This design comes from an exercise in tuning for small area and few clock cycles per item on the open sky130 flow, not from production work.
The RTL was checked by simulation tests, not by an equivalence proof against the original design.
Power and IR drop assume default switching activity.

==> config.mk <==
export PLATFORM = sky130hd
export DESIGN_NAME = lzss_token_serializer_top
export DESIGN_NICKNAME = lzss_token_serializer_top
export VERILOG_FILES = /design/flow/design.v
export SDC_FILE = /design/flow/constraint.sdc
export NUM_CORES = 4
export LEC_CHECK = 0
export CAP_MARGIN = 20
export CORE_MARGIN = 2
export CORE_UTILIZATION = 40
export SLEW_MARGIN = 20
==> constraint.sdc <==
create_clock -name core_clock -period 5.0 [get_ports {clk}]
set_input_delay 1.0000 -clock core_clock [delete_from_list [all_inputs] [get_ports {clk}]]
set_output_delay 1.0000 -clock core_clock [all_outputs]
set_load 0.01 [all_outputs]
==> design.v <==
package lts_pkg;
  typedef enum logic [1:0] {
    OP_LITERAL = 2'd0,
    OP_MATCH   = 2'd1,
    OP_END     = 2'd2
  } opcode_t;
  localparam int CFG_INDEX_W = 1;
  localparam logic [CFG_INDEX_W-1:0] CFG_MAX_CHUNK_LENGTH = 1'd0;
  localparam logic [CFG_INDEX_W-1:0] CFG_BASE_ADDRESS     = 1'd1;
  localparam int CFG_DATA_W = 16;
  localparam int OUT_ADDR_W  = 16;
  localparam int MAX_WRITES  = 5;
  localparam int WCNT_W      = $clog2(MAX_WRITES + 1);
  localparam int QUEUE_DEPTH = 2;
  localparam int WR_W = 1 + 8 + OUT_ADDR_W;
  typedef logic [WR_W-1:0] wr_t;
  localparam int CMD_W = WCNT_W + MAX_WRITES * WR_W;
  typedef logic [CMD_W-1:0] cmd_t;
endpackage
module lts_front #(
  parameter int FLAG_BITS     = 8,
  parameter int ADDRESS_WIDTH = 16
) (
  input  logic                              clk,
  input  logic                              rst_n,
  input  logic                              accept_i,
  input  logic [1:0]                        opcode_i,
  input  logic [7:0]                        literal_byte_i,
  input  logic [15:0]                       match_distance_i,
  input  logic [7:0]                        match_length_i,
  input  logic [7:0]                        max_chunk_length_i,
  input  logic [lts_pkg::OUT_ADDR_W-1:0]    base_address_i,
  output logic                              push_o,
  output lts_pkg::cmd_t                     cmd_o
);
  localparam int OUT_ADDR_W = lts_pkg::OUT_ADDR_W;
  localparam int WCNT_W = lts_pkg::WCNT_W;
  localparam int WR_W = lts_pkg::WR_W;
  localparam int CMD_W = lts_pkg::CMD_W;
  localparam int AW    = ADDRESS_WIDTH;
  localparam int FBP_W = $clog2(FLAG_BITS + 1);
  logic [AW-1:0]    write_offset_r, write_offset_nxt;
  logic [AW-1:0]    flag_address_r, flag_address_nxt;
  logic [7:0]       flag_value_r, flag_value_nxt;
  logic [FBP_W-1:0] flag_bit_pos_r, flag_bit_pos_nxt;
  logic             chunk_open_r, chunk_open_nxt;
  logic [7:0]       chunk_count_r, chunk_count_nxt;
  logic [AW-1:0]    chunk_len_addr_r, chunk_len_addr_nxt;
  logic [AW-1:0] base_ext;
  logic [AW-1:0] addr_k [4];
  logic          need_flag;
  logic [7:0]    max_len;
  logic [7:0]    count_inc;
  logic [7:0]    flag_set;
  logic [2:0]    slot;
  logic [1:0]    aidx;
  lts_pkg::opcode_t       opcode;
  function automatic logic [OUT_ADDR_W-1:0] to_out(input logic [AW-1:0] a);
    logic [31:0] w;
    w = 32'(a);
    to_out = w[OUT_ADDR_W-1:0];
  endfunction
  function automatic lts_pkg::wr_t mk(input logic [AW-1:0] a, input logic [7:0] d);
    mk = {1'b1, d, to_out(a)};
  endfunction
  assign base_ext  = AW'(base_address_i);
  assign opcode    = lts_pkg::opcode_t'(opcode_i);
  assign need_flag = (flag_bit_pos_r >= FBP_W'(FLAG_BITS));
  assign max_len   = (max_chunk_length_i == 8'd0) ? 8'd1 : max_chunk_length_i;
  assign count_inc = chunk_count_r + 8'd1;
  assign flag_set  = need_flag ? 8'd1 : (flag_value_r | (8'd1 << flag_bit_pos_r));
  always_comb begin
    for (int k = 0; k < 4; k++) begin
      addr_k[k] = base_ext + write_offset_r + AW'(k);
    end
  end
  always_comb begin
    write_offset_nxt   = write_offset_r;
    flag_address_nxt   = flag_address_r;
    flag_value_nxt     = flag_value_r;
    flag_bit_pos_nxt   = flag_bit_pos_r;
    chunk_open_nxt     = chunk_open_r;
    chunk_count_nxt    = chunk_count_r;
    chunk_len_addr_nxt = chunk_len_addr_r;
    cmd_o  = '0;
    push_o = 1'b0;
    slot   = '0;
    aidx   = '0;
    if (accept_i) begin
      case (opcode)
        lts_pkg::OP_LITERAL: begin
          push_o = 1'b1;
          if (!chunk_open_r) begin
            if (need_flag) begin
              cmd_o[(0)*WR_W +: WR_W]      = mk(addr_k[0], 8'd0);
              flag_address_nxt = addr_k[0];
              flag_value_nxt   = 8'd0;
              flag_bit_pos_nxt = FBP_W'(1);
              slot = 3'd1;
              aidx = 2'd1;
            end else begin
              flag_bit_pos_nxt = flag_bit_pos_r + FBP_W'(1);
            end
            cmd_o[(slot)*WR_W +: WR_W]          = mk(addr_k[aidx], 8'd1);
            cmd_o[(slot + 3'd1)*WR_W +: WR_W]   = mk(addr_k[aidx + 2'd1], literal_byte_i);
            cmd_o[CMD_W-1 -: WCNT_W]             = WCNT_W'(slot + 3'd2);
            chunk_len_addr_nxt      = addr_k[aidx];
            write_offset_nxt        = write_offset_r + AW'(aidx + 2'd2);
            chunk_count_nxt         = 8'd1;
            chunk_open_nxt          = (8'd1 < max_len);
          end else begin
            cmd_o[(0)*WR_W +: WR_W]      = mk(addr_k[0], literal_byte_i);
            cmd_o[CMD_W-1 -: WCNT_W]      = WCNT_W'(1);
            write_offset_nxt = write_offset_r + AW'(1);
            chunk_count_nxt  = count_inc;
            if (count_inc >= max_len) begin
              cmd_o[(1)*WR_W +: WR_W]    = mk(chunk_len_addr_r, count_inc);
              cmd_o[CMD_W-1 -: WCNT_W]    = WCNT_W'(2);
              chunk_open_nxt = 1'b0;
            end
          end
        end
        lts_pkg::OP_MATCH: begin
          push_o = 1'b1;
          if (chunk_open_r) begin
            cmd_o[(0)*WR_W +: WR_W]    = mk(chunk_len_addr_r, chunk_count_r);
            chunk_open_nxt = 1'b0;
            slot = 3'd1;
          end
          if (need_flag) begin
            cmd_o[(slot)*WR_W +: WR_W]   = mk(addr_k[0], flag_set);
            flag_address_nxt = addr_k[0];
            flag_bit_pos_nxt = FBP_W'(1);
            aidx = 2'd1;
          end else begin
            cmd_o[(slot)*WR_W +: WR_W]   = mk(flag_address_r, flag_set);
            flag_bit_pos_nxt = flag_bit_pos_r + FBP_W'(1);
          end
          flag_value_nxt = flag_set;
          cmd_o[(slot + 3'd1)*WR_W +: WR_W] = mk(addr_k[aidx], match_distance_i[7:0]);
          cmd_o[(slot + 3'd2)*WR_W +: WR_W] = mk(addr_k[aidx + 2'd1], match_distance_i[15:8]);
          cmd_o[(slot + 3'd3)*WR_W +: WR_W] = mk(addr_k[aidx + 2'd2], match_length_i);
          cmd_o[CMD_W-1 -: WCNT_W]           = WCNT_W'(slot + 3'd4);
          write_offset_nxt      = write_offset_r + AW'(aidx + 2'd3);
        end
        lts_pkg::OP_END: begin
          push_o      = 1'b1;
          cmd_o[CMD_W-1 -: WCNT_W] = WCNT_W'(1);
          if (chunk_open_r) begin
            cmd_o[(0)*WR_W +: WR_W] = mk(chunk_len_addr_r, chunk_count_r);
          end
          write_offset_nxt   = '0;
          flag_address_nxt   = '0;
          flag_value_nxt     = 8'd0;
          flag_bit_pos_nxt   = FBP_W'(FLAG_BITS);
          chunk_open_nxt     = 1'b0;
          chunk_count_nxt    = 8'd0;
          chunk_len_addr_nxt = '0;
        end
        default: begin
          push_o = 1'b0;
        end
      endcase
    end
  end
  always_ff @(posedge clk) begin
    if (!rst_n) begin
      write_offset_r   <= '0;
      flag_address_r   <= '0;
      flag_value_r     <= 8'd0;
      flag_bit_pos_r   <= FBP_W'(FLAG_BITS);
      chunk_open_r     <= 1'b0;
      chunk_count_r    <= 8'd0;
      chunk_len_addr_r <= '0;
    end else begin
      write_offset_r   <= write_offset_nxt;
      flag_address_r   <= flag_address_nxt;
      flag_value_r     <= flag_value_nxt;
      flag_bit_pos_r   <= flag_bit_pos_nxt;
      chunk_open_r     <= chunk_open_nxt;
      chunk_count_r    <= chunk_count_nxt;
      chunk_len_addr_r <= chunk_len_addr_nxt;
    end
  end
endmodule
module lts_fifo (
  input  logic          clk,
  input  logic          rst_n,
  input  logic          push_i,
  input  lts_pkg::cmd_t push_cmd_i,
  output logic          full_o,
  input  logic          pop_i,
  output logic          valid_o,
  output lts_pkg::cmd_t pop_cmd_o
);
  localparam int QUEUE_DEPTH = lts_pkg::QUEUE_DEPTH;
  localparam int PTR_W = (QUEUE_DEPTH > 1) ? $clog2(QUEUE_DEPTH) : 1;
  localparam int CNT_W = $clog2(QUEUE_DEPTH + 1);
  lts_pkg::cmd_t             mem_r [QUEUE_DEPTH];
  logic [PTR_W-1:0] wptr_r, wptr_nxt;
  logic [PTR_W-1:0] rptr_r, rptr_nxt;
  logic [CNT_W-1:0] count_r, count_nxt;
  assign full_o    = (count_r == CNT_W'(QUEUE_DEPTH));
  assign valid_o   = (count_r != '0);
  assign pop_cmd_o = mem_r[rptr_r];
  always_comb begin
    wptr_nxt  = wptr_r;
    rptr_nxt  = rptr_r;
    count_nxt = count_r;
    if (push_i) begin
      wptr_nxt = (wptr_r == PTR_W'(QUEUE_DEPTH - 1)) ? '0 : wptr_r + PTR_W'(1);
    end
    if (pop_i) begin
      rptr_nxt = (rptr_r == PTR_W'(QUEUE_DEPTH - 1)) ? '0 : rptr_r + PTR_W'(1);
    end
    if (push_i && !pop_i) begin
      count_nxt = count_r + CNT_W'(1);
    end else if (pop_i && !push_i) begin
      count_nxt = count_r - CNT_W'(1);
    end
  end
  always_ff @(posedge clk) begin
    if (!rst_n) begin
      wptr_r  <= '0;
      rptr_r  <= '0;
      count_r <= '0;
    end else begin
      wptr_r  <= wptr_nxt;
      rptr_r  <= rptr_nxt;
      count_r <= count_nxt;
    end
  end
  always_ff @(posedge clk) begin
    if (push_i) begin
      mem_r[wptr_r] <= push_cmd_i;
    end
  end
endmodule
module lts_back (
  input  logic                           clk,
  input  logic                           rst_n,
  input  logic                           q_valid_i,
  input  lts_pkg::cmd_t                  q_cmd_i,
  output logic                           q_pop_o,
  output logic                           out_valid_o,
  input  logic                           out_ready_i,
  output logic [lts_pkg::OUT_ADDR_W-1:0] write_address_o,
  output logic [7:0]                     write_data_o,
  output logic                           write_enable_o,
  output logic                           last_o
);
  localparam int OUT_ADDR_W = lts_pkg::OUT_ADDR_W;
  localparam int MAX_WRITES = lts_pkg::MAX_WRITES;
  localparam int WCNT_W = lts_pkg::WCNT_W;
  localparam int WR_W = lts_pkg::WR_W;
  localparam int CMD_W = lts_pkg::CMD_W;
  lts_pkg::cmd_t              cur_r;
  logic              cur_valid_r, cur_valid_nxt;
  logic [2:0]        idx_r, idx_nxt;
  logic              out_fire;
  logic              is_last;
  logic              load;
  lts_pkg::wr_t               cur_wr;
  assign cur_wr   = cur_r[idx_r*WR_W +: WR_W];
  assign out_fire = cur_valid_r && out_ready_i;
  assign is_last  = (idx_r == 3'(cur_r[CMD_W-1 -: WCNT_W] - WCNT_W'(1)));
  assign load     = !cur_valid_r || (out_fire && is_last);
  assign q_pop_o  = load && q_valid_i;
  assign out_valid_o     = cur_valid_r;
  assign write_address_o = cur_wr[OUT_ADDR_W-1:0];
  assign write_data_o    = cur_wr[OUT_ADDR_W+7:OUT_ADDR_W];
  assign write_enable_o  = cur_wr[OUT_ADDR_W+8];
  assign last_o          = is_last;
  always_comb begin
    cur_valid_nxt = cur_valid_r;
    idx_nxt       = idx_r;
    if (load) begin
      cur_valid_nxt = q_valid_i;
      idx_nxt       = 3'd0;
    end else if (out_fire) begin
      idx_nxt = idx_r + 3'd1;
    end
  end
  always_ff @(posedge clk) begin
    if (!rst_n) begin
      cur_valid_r <= 1'b0;
      idx_r       <= 3'd0;
    end else begin
      cur_valid_r <= cur_valid_nxt;
      idx_r       <= idx_nxt;
    end
  end
  always_ff @(posedge clk) begin
    if (q_pop_o) begin
      cur_r <= q_cmd_i;
    end
  end
endmodule
module lzss_token_serializer_top #(
  parameter int FLAG_BITS     = 8,    
  parameter int ADDRESS_WIDTH = 16    
) (
  input  logic        clk,
  input  logic        rst_n,
  input  logic        in_tvalid,
  output logic        in_tready,
  input  logic [31:0] in_tdata,     
  input  logic [1:0]  in_tuser,     
  output logic        out_tvalid,
  input  logic        out_tready,
  output logic [23:0] out_tdata,    
  output logic        out_tuser,    
  output logic        out_tlast,    
  input  logic                                cfg_valid,
  output logic                                cfg_ready,
  input  logic [lts_pkg::CFG_INDEX_W-1:0]     cfg_index,
  input  logic [lts_pkg::CFG_DATA_W-1:0]      cfg_data
);
  localparam int OUT_ADDR_W = lts_pkg::OUT_ADDR_W;
  localparam logic [lts_pkg::CFG_INDEX_W-1:0] CFG_MAX_CHUNK_LENGTH = lts_pkg::CFG_MAX_CHUNK_LENGTH;
  localparam logic [lts_pkg::CFG_INDEX_W-1:0] CFG_BASE_ADDRESS = lts_pkg::CFG_BASE_ADDRESS;
  logic [7:0]            max_chunk_length_r;
  logic [OUT_ADDR_W-1:0] base_address_r;
  logic                  in_fire;
  logic                  q_full;
  logic                  q_push;
  lts_pkg::cmd_t                  q_push_cmd;
  logic                  q_pop;
  logic                  q_valid;
  lts_pkg::cmd_t                  q_cmd;
  logic [OUT_ADDR_W-1:0] wr_addr;
  logic [7:0]            wr_data;
  assign cfg_ready = 1'b1;
  always_ff @(posedge clk) begin
    if (!rst_n) begin
      max_chunk_length_r <= 8'd255;
      base_address_r     <= '0;
    end else if (cfg_valid && cfg_ready) begin
      case (cfg_index)
        CFG_MAX_CHUNK_LENGTH: max_chunk_length_r <= cfg_data[7:0];
        CFG_BASE_ADDRESS:     base_address_r     <= cfg_data[OUT_ADDR_W-1:0];
        default:              max_chunk_length_r <= max_chunk_length_r;
      endcase
    end
  end
  assign in_tready = !q_full;
  assign in_fire   = in_tvalid && in_tready;
  lts_front #(
    .FLAG_BITS     (FLAG_BITS),
    .ADDRESS_WIDTH (ADDRESS_WIDTH)
  ) u_front (
    .clk                (clk),
    .rst_n              (rst_n),
    .accept_i           (in_fire),
    .opcode_i           (in_tuser),
    .literal_byte_i     (in_tdata[7:0]),
    .match_distance_i   (in_tdata[23:8]),
    .match_length_i     (in_tdata[31:24]),
    .max_chunk_length_i (max_chunk_length_r),
    .base_address_i     (base_address_r),
    .push_o             (q_push),
    .cmd_o              (q_push_cmd)
  );
  lts_fifo u_queue (
    .clk        (clk),
    .rst_n      (rst_n),
    .push_i     (q_push),
    .push_cmd_i (q_push_cmd),
    .full_o     (q_full),
    .pop_i      (q_pop),
    .valid_o    (q_valid),
    .pop_cmd_o  (q_cmd)
  );
  lts_back u_back (
    .clk             (clk),
    .rst_n           (rst_n),
    .q_valid_i       (q_valid),
    .q_cmd_i         (q_cmd),
    .q_pop_o         (q_pop),
    .out_valid_o     (out_tvalid),
    .out_ready_i     (out_tready),
    .write_address_o (wr_addr),
    .write_data_o    (wr_data),
    .write_enable_o  (out_tuser),
    .last_o          (out_tlast)
  );
  assign out_tdata = {wr_data, wr_addr};
endmodule
==> run.sh <==
#!/bin/bash
# synth_recipe.tcl (not shown) runs the flow's synth.tcl, then flattens the netlist and writes it again
# the make line also repeats each setting of config.mk as NAME=value (left out here)
make -C /OpenROAD-flow-scripts/flow DESIGN_CONFIG=/design/flow/config.mk WORK_HOME=/design/flow/orfs CLKGATE_MAP_FILE= SYNTH_SCRIPT=/design/flow/synth_recipe.tcl finish
==> impl_summary.log <==
INFO  metric status = timing/DRC/antenna clean
INFO  metric crit_required = 4.00 ns
INFO  metric grt_start_max_net_pins = between 100 and 150
INFO  metric vias_per_cell = 5.73
INFO  metric via_count_of_the_first_global_routing_pass = around 16000
INFO  metric clock_tree_from_tritoncts = yes
INFO  metric p_per_area = 446 nW/µm²
INFO  metric pre_cts_ws = 0.774 ns
INFO  metric clkLatencyLatePin = 0.63 ns
INFO  metric timing_worst_setup_path_type = reg -> out
INFO  metric layout.filler_cells = roughly 5300
INFO  metric design.final.nets = 2165
INFO  metric ys_seq_elements = 485
INFO  metric yosysWarnings = 5
INFO  metric timing_worst_slew_pin_value = ~1.1 ns
INFO  metric critPathMaxFanout = 13
INFO  metric crit_arrival = 3.19 ns
INFO  metric asyncSetResetFlopFracSynth = 0%
INFO  metric path_clk_slew = 0.06 ns
INFO  metric cts-buffers-inserted = 52
INFO  metric most_area_consuming_cells_after_synthesis = sky130_fd_sc_hd__edfxtp_1, sky130_fd_sc_hd__dfxtp_1, sky130_fd_sc_hd__mux2_2
INFO  metric clock_tree.root_cell = sky130_fd_sc_hd__clkbuf_16
INFO  metric buffer_ports.inserted = 83
INFO  metric layout_min_cycle_time = 4.19 ns
INFO  metric drt-wirelength-per-cell = 22.9 µm
INFO  metric ctsHoldBuffers = 0
INFO  metric routabilityCongestion = 0.926
INFO  metric detail_route.first_pass.iterations = 7
INFO  metric timing.setup.tns = 0 ns
INFO  metric postSynth.topFlopCell = sky130_fd_sc_hd__edfxtp_1
INFO  metric synth_area = ~24000 µm²
INFO  metric postCtsSetupBuffers = 0
INFO  metric post-route-worst-setup-slack = 0.809 ns
INFO  metric cts.repair.resized = 0
INFO  metric initial_core_util = between 40% and 50%
INFO  metric numClockSinks = 485
INFO  metric power_leakage = 9.13 nW
INFO  metric ctsHtreeMaxLevel = 2
INFO  metric grt_use_total = 21.4%
INFO  metric fp.dieArea = 61000 µm²
INFO  metric gr-total-overflow = 0
INFO  metric share_of_post_route_cells_with_drive_strength_above_1 = 14.9%
INFO  metric num_rows = 89
INFO  metric floorplan.core_area = 58700 µm²
INFO  metric num_vias = 16469
INFO  metric syn-instance-count = approximately 2000
INFO  metric syn_avg_cell_area = approximately 12 µm²
INFO  metric most_numerous_cell_in_the_yosys_netlist = sky130_fd_sc_hd__edfxtp_1
INFO  metric wl = 65.7 mm
INFO  metric regArea = 13600 µm²
INFO  metric synth_largest_area_cell = sky130_fd_sc_hd__edfxtp_1
INFO  metric slew-limit-headroom = 28.5%
INFO  metric floorplan.io_pins = 85
INFO  metric final-hold-violation-count = 0
INFO  metric yosys-top-cells-count = sky130_fd_sc_hd__edfxtp_1, sky130_fd_sc_hd__nor2_1, sky130_fd_sc_hd__mux2_2
INFO  metric grt_pass1_wl = 99.0 mm
INFO  metric irDropWorstVdd = 454 µV
INFO  metric holdCritPathClass = reg -> reg
INFO  metric finalCritPeriodShare = 83.8%
INFO  metric areaGrowthSynthToFinish = 14.7%
INFO  metric drt_iter0_drc = 1682
INFO  metric clock_path_buffers = 3
INFO  metric die_width = 247 µm
INFO  metric synth_largest_type_area_fraction = between 40% and 50%
INFO  metric synth.net_count = 2112
INFO  metric dp_hpwl = 44.3 mm
INFO  metric fp.dieH = 247 µm
INFO  metric multi_input_area = 9420 µm²
INFO  metric antenna_cells_inserted = 0
INFO  metric synth_edf_count = about 380
INFO  metric number_of_antenna_violations_at_the_first_check_in_global_routing = 0
INFO  metric final_antenna_net_count = 0
INFO  metric maxClockFrequency = between 200 and 250 MHz
INFO  metric seq_area_frac_synth = between 50% and 60%
INFO  metric synth.lib_cells_used.distinct = 80
INFO  metric timing.max_cap.violations = 0
INFO  metric end_kind = output pin
INFO  metric final_max_slew_viol_count = 0
INFO  metric remaining_drc_errors = 0
INFO  metric rsz0062_at_grt = false
INFO  metric setup-violations-final = 0
INFO  metric fin_skew = 0.0539 ns
INFO  metric post-layout-total-power = approximately 0.012 W
INFO  metric crit_path_start_kind = register
## worst paths after layout
check | slack, ns | from | end | cells past startpoint
setup / recovery | 0.81 | u_back.idx_r[2] | out_tdata[8] | 5
hold reg to reg | 0.47 | u_front.flag_value_r[3] | u_front.flag_value_r[3] | 2
setup reg to reg | 0.85 | base_address_r[0] | u_queue.mem_r[1][115] | 10
hold / removal | 0.47 | u_front.flag_value_r[3] | u_front.flag_value_r[3] | 2
## area by class of cell
class,instances,share of cell area (%)
Clock buffer,63,5.05
Clock inverter,33,1.33
Inverter,41,0.568
Multi-Input combinational cell,1345,34.8
Sequential cell,485,50.1
Tap cell,773,3.57
Timing Repair Buffer,135,4.63
## placed cells by master, fill, tap and decap left out, drive strengths merged, types with 11 or more instances in the layout
cell           Yosys  final
a211oi            15     15
a21boi            24     24
and2              17     17
nor2b             54     54
ha                47     47
clkbuf           102     63
xnor2             51     51
clkinv             0     22
edfxtp           384    384
a222oi            17     17
o211ai            21     21
nand3             35     35
nor2             205    205
and3              22     22
a22oi             50     50
mux2             141    141
nor4              18     18
nand2b            11     11
xor2              28     28
nor3              38     38
buf               34     53
a21oi            120    120
nand2            130    130
clkdlybuf4s50      0     82
inv               41     45
o21ai             56     56
mux2i             79     79
dfxtp            101    101
o22ai             30     30
## per-layer routing
| metal | vias to the layer above | track usage (%) | wire (µm) | part of all wire, % |
|---|---|---|---|---|
| li1 | 7590 | - | - | - |
| met2 | 569 | 31.9 | 28400 | 43 |
| met4 | 0 | 5.81 | 1470 | 2.2 |
| met1 | 8203 | 32.3 | 31700 | 48 |
| met3 | 107 | 3.39 | 4130 | 6.3 |
| met5 | - | 0 | 0 | 0 |
## logic make-up (layout without fill, tap and decap cells)
| family | Yosys count | after routing | synth area share (%) |
|---|---|---|---|
| simple gates | 576 | 576 | 11.8 |
| flops | 485 | 485 | 57.4 |
| compound gates | 416 | 416 | 11.9 |
| mux | 223 | 223 | 10.4 |
| buf+inv | 177 | 272 | 2.90 |
| xor+xnor | 79 | 79 | 2.93 |
| fa+ha+maj | 50 | 50 | 2.70 |
| other cells | 1 | 1 | 0.0159 |
## critical path: stages (launching register included)
cell and delay (ns):
sky130_fd_sc_hd__dfxtp_2 0.47, sky130_fd_sc_hd__nor2b_2 0.60, sky130_fd_sc_hd__buf_4 0.39, sky130_fd_sc_hd__a21oi_1 0.12
sky130_fd_sc_hd__o22ai_1 0.33, sky130_fd_sc_hd__clkdlybuf4s50_1 0.62
## power by group
group	internal (W)	switching, W	total (W)
clock network	0.00223	0.00165	0.00387
registers	0.00529	0.000288	0.00557
logic	0.00105	0.00159	0.00264
total	0.00857	0.00352	0.0121
## through the flow
| stage | hold WS (ns) | cells | util, % | instance area, µm² |
|---|---|---|---|---|
| floorplan | 0.433 | 2007 | - | 23600 |
| global placement | 0.450 | 2779 | 43.2 | 25400 |
| detailed placement | 0.455 | 2779 | 43.2 | 25400 |
| CTS | 0.471 | 2875 | 46.2 | 27100 |
| global route | 0.490 | 2875 | 46.2 | 27100 |
| finish | 0.470 | 2875 | 46.2 | 27100 |
## flip-flops by register name, summed over array words and instances (netlist names)
register,flops
u_queue.mem_r,256
u_back.cur_r,128
base_address_r,16
u_front.chunk_len_addr_r,16
u_front.flag_address_r,16
u_front.write_offset_r,16
max_chunk_length_r,8
u_front.chunk_count_r,8
u_front.flag_value_r,8
u_front.flag_bit_pos_r,4
u_back.idx_r,3
u_queue.count_r,2
u_back.cur_valid_r,1
u_front.chunk_open_r,1
u_queue.rptr_r,1
u_queue.wptr_r,1
Testbench counts, summed over its fixed seeds: cycles 35,606, tokens 24,000.

[port drivers added, routing unchanged]
In the flow no input, the clock included, has a driving cell. The finished layout below was timed again as built, in two steps. Step 1, drivers: a clkbuf_16 drives clk and a buf_2 each remaining input, both assumed. Step 2 times the ports against the registers' clock, not the clock port: input delays grow and output delays shrink by t, the midpoint of the rising clock arrivals with the driver on. Three values: ideal, step 1, step 2; two values: the first two.
t (ns): 0.665
setup WS [ns]: 0.809 / 0.749 / 0.712
slew at the worst register clock pin (ns): 0.07 / 0.07
After both steps setup and hold are still met in this run. For this run, drivers alone change the setup slack by -0.060 ns; drivers and shift together by -0.097 ns.
